What follows belongs to an exercise in optimizing a design on an open flow for small area, a short achievable clock period and few clock cycles per item; a production flow would make more cautious choices.
The RTL was checked by simulation tests, not by an equivalence proof against the original design.
No activity file was given, so power comes from the tool's default toggle rates.

Setup of wip/fjord:
Design cache_access_controller, start of the top module:
module cache_access_controller (
  input  logic                  clk,
  input  logic                  reset_n,
  input  logic                  cpu_req_valid,
  output logic                  cpu_req_ready,
  input  logic                  cpu_req_write,
  input  logic [ADDR_WIDTH-1:0] cpu_req_addr,
  input  logic [LINE_BITS-1:0]  cpu_req_wdata,
  output logic                  cpu_resp_valid,
  output logic                  cpu_resp_hit,
  output logic [LINE_BITS-1:0]  cpu_resp_rdata,
  output logic                  mem_req_valid,
  input  logic                  mem_req_ready,
  output logic                  mem_req_write,
  output logic [ADDR_WIDTH-1:0] mem_req_addr,
  output logic [LINE_BITS-1:0]  mem_req_wdata,
  input  logic                  mem_resp_valid,
  input  logic [LINE_BITS-1:0]  mem_resp_rdata,
  output logic [15:0]           stat_requests,
  output logic [15:0]           stat_hits,
  output logic [15:0]           stat_misses,
  output logic [15:0]           stat_writebacks
);
Size in the first run: roughly 5400 cells after synthesis, about 620 I/O pins, about 0.090 mm² of cells after synthesis.
Settings: LEC_CHECK=0, CAP_MARGIN=20, CORE_MARGIN=2, CORE_UTILIZATION=60, CTS_CLUSTER_DIAMETER=100, CTS_CLUSTER_SIZE=24, PLACE_DENSITY=0.8, SETUP_SLACK_MARGIN=1.2, SLEW_MARGIN=20; clock period 5.0 ns.
standard.sh (not shown) runs the stock make flow with config.mk's settings and CLKGATE_MAP_FILE= SYNTH_SCRIPT=/design/flow/synth_recipe.tcl, a recipe that flattens the netlist after the stock synthesis.
==> flow/flow/run.sh <==
#!/bin/bash
# Standard ORFS layout, with plain buf_1 cells (not delay buffers) as the
# port buffers; placement repair resizes them as timing needs.
set -euo pipefail
export BUFFER_PORTS_ARGS="-buffer_cell sky130_fd_sc_hd__buf_1"
bash standard.sh > standard.log 2>&1
wip/fjord | stages: all done | timing, DRC, antenna: all pass
Testbench counts of wip/fjord, summed over its fixed seeds: cycles 10,412, items 4,800.
Here is what was changed in the inputs of wip/yarrow compared with wip/fjord.
-- flow/config.mk --
<<< wip/fjord, line 9
export CORE_MARGIN = 2
export CORE_UTILIZATION = 60
export CTS_CLUSTER_DIAMETER = 100
export CTS_CLUSTER_SIZE = 24
export PLACE_DENSITY = 0.8
export SETUP_SLACK_MARGIN = 1.2
>>> wip/yarrow, line 9
export CORE_MARGIN = 2
export CORE_UTILIZATION = 70
export CTS_CLUSTER_DIAMETER = 100
export CTS_CLUSTER_SIZE = 24
export PLACE_DENSITY = 0.85
export SETUP_SLACK_MARGIN = 1.2
--- outcome ---
- wip/yarrow: no failed stages, no open violations at the end
- Taking wip/fjord as the reference point, the critical path depth of wip/yarrow rises by 1.
- Count of buffer and inverter cells on the critical path: wip/yarrow < wip/fjord
- The run with more setup slack is wip/yarrow; wip/fjord has less.
- On routed wire length, wip/yarrow and wip/fjord are neck and neck.
Edits applied to the flow inputs when going from wip/yarrow to wip/umber:
-- flow/config.mk --
<<< wip/yarrow, line 10
export CORE_UTILIZATION = 70
export CTS_CLUSTER_DIAMETER = 100
export CTS_CLUSTER_SIZE = 24
export PLACE_DENSITY = 0.85
export SETUP_SLACK_MARGIN = 1.2
export SLEW_MARGIN = 20
>>> wip/umber, line 10
export CORE_UTILIZATION = 70
export CTS_CLUSTER_DIAMETER = 90
export CTS_CLUSTER_SIZE = 27
export PLACE_DENSITY = 0.85
export SETUP_SLACK_MARGIN = 1.4
export SLEW_MARGIN = 20
## What came out
The flow did not stop early for wip/yarrow: all stages ran, and the layout cleared the timing, DRC and antenna checks. wip/umber finished all stages; the layout is clean. Compared with wip/yarrow, in wip/umber sequential share of layout area decreased by 0.94 points relative to the old numbers; worst reg2reg path depth decreased by 1 relative to the old numbers; register-to-register slack increased by 0.21 ns relative to the old numbers.
The inputs of wip/raven differ from those of wip/umber as listed below.
-- flow/config.mk --
<<< wip/umber, line 13
export PLACE_DENSITY = 0.85
export SETUP_SLACK_MARGIN = 1.4
export SLEW_MARGIN = 20
>>> wip/raven, line 13
export PLACE_DENSITY = 0.85
export SETUP_SLACK_MARGIN = 1.2
export SLEW_MARGIN = 20
Findings:
Both conditions hold for wip/umber: the flow ran to the end and the final layout passed the timing, DRC and antenna checks.
Having completed the whole flow, wip/raven delivered a layout that passed the timing, DRC and antenna checks.
For relative contribution of the clock network to total power, wip/umber and wip/raven come out practically identical.
Looking at type of the worst setup path, the register to output port result is from wip/umber; the input pin to output port one comes from wip/raven.
When wip/raven is set beside wip/umber, its count of buffers not belonging to the clock network in the layout turns out to be 8.0% smaller.
Lower final instance area was reported by wip/raven, not wip/umber.
Summary of the comparison: insertion delay to the later sink of the worst-skew pair is higher in wip/raven, relative to wip/umber.
wip/raven vs. wip/umber: area used by sequential logic in the layout about even, first-pass GRT wire length now sits lower, met2 routing resource usage after global routing increased by 0.18 points relative to the old numbers.

[re-timing with driven ports]
The results above use ideal ports. As a check the final layouts listed here were re-extracted and re-timed, cells and wires unchanged. Step 1 sets driving cells, clkbuf_16 on the clock port and buf_2 on the other inputs (assumed; they add their load-dependent delay and slew). Step 2 adds t to the input delays and takes it off the output delays; t is the mean of the earliest and latest rising clock arrival at the registers after step 1. Input paths then give back, and output paths get back, about the clock's delay inside the block. Three values: ideal, step 1, step 2; two values: the first two.
run	t (ns)	setup WS [ns]	clock arrival spread, ns
wip/fjord	0.848	0.883 / 0.836 / 0.776	0.044 / 0.044
wip/yarrow	0.843	0.914 / 0.874 / 0.576	0.039 / 0.039
wip/umber	0.821	0.908 / 0.826 / 0.767	0.037 / 0.037
wip/raven	0.832	0.937 / 0.892 / 0.749	0.051 / 0.051
After both steps setup and hold are still met in every run listed. For wip/yarrow, which loses most, drivers alone change the setup slack by -0.040 ns; drivers and shift together by -0.338 ns.
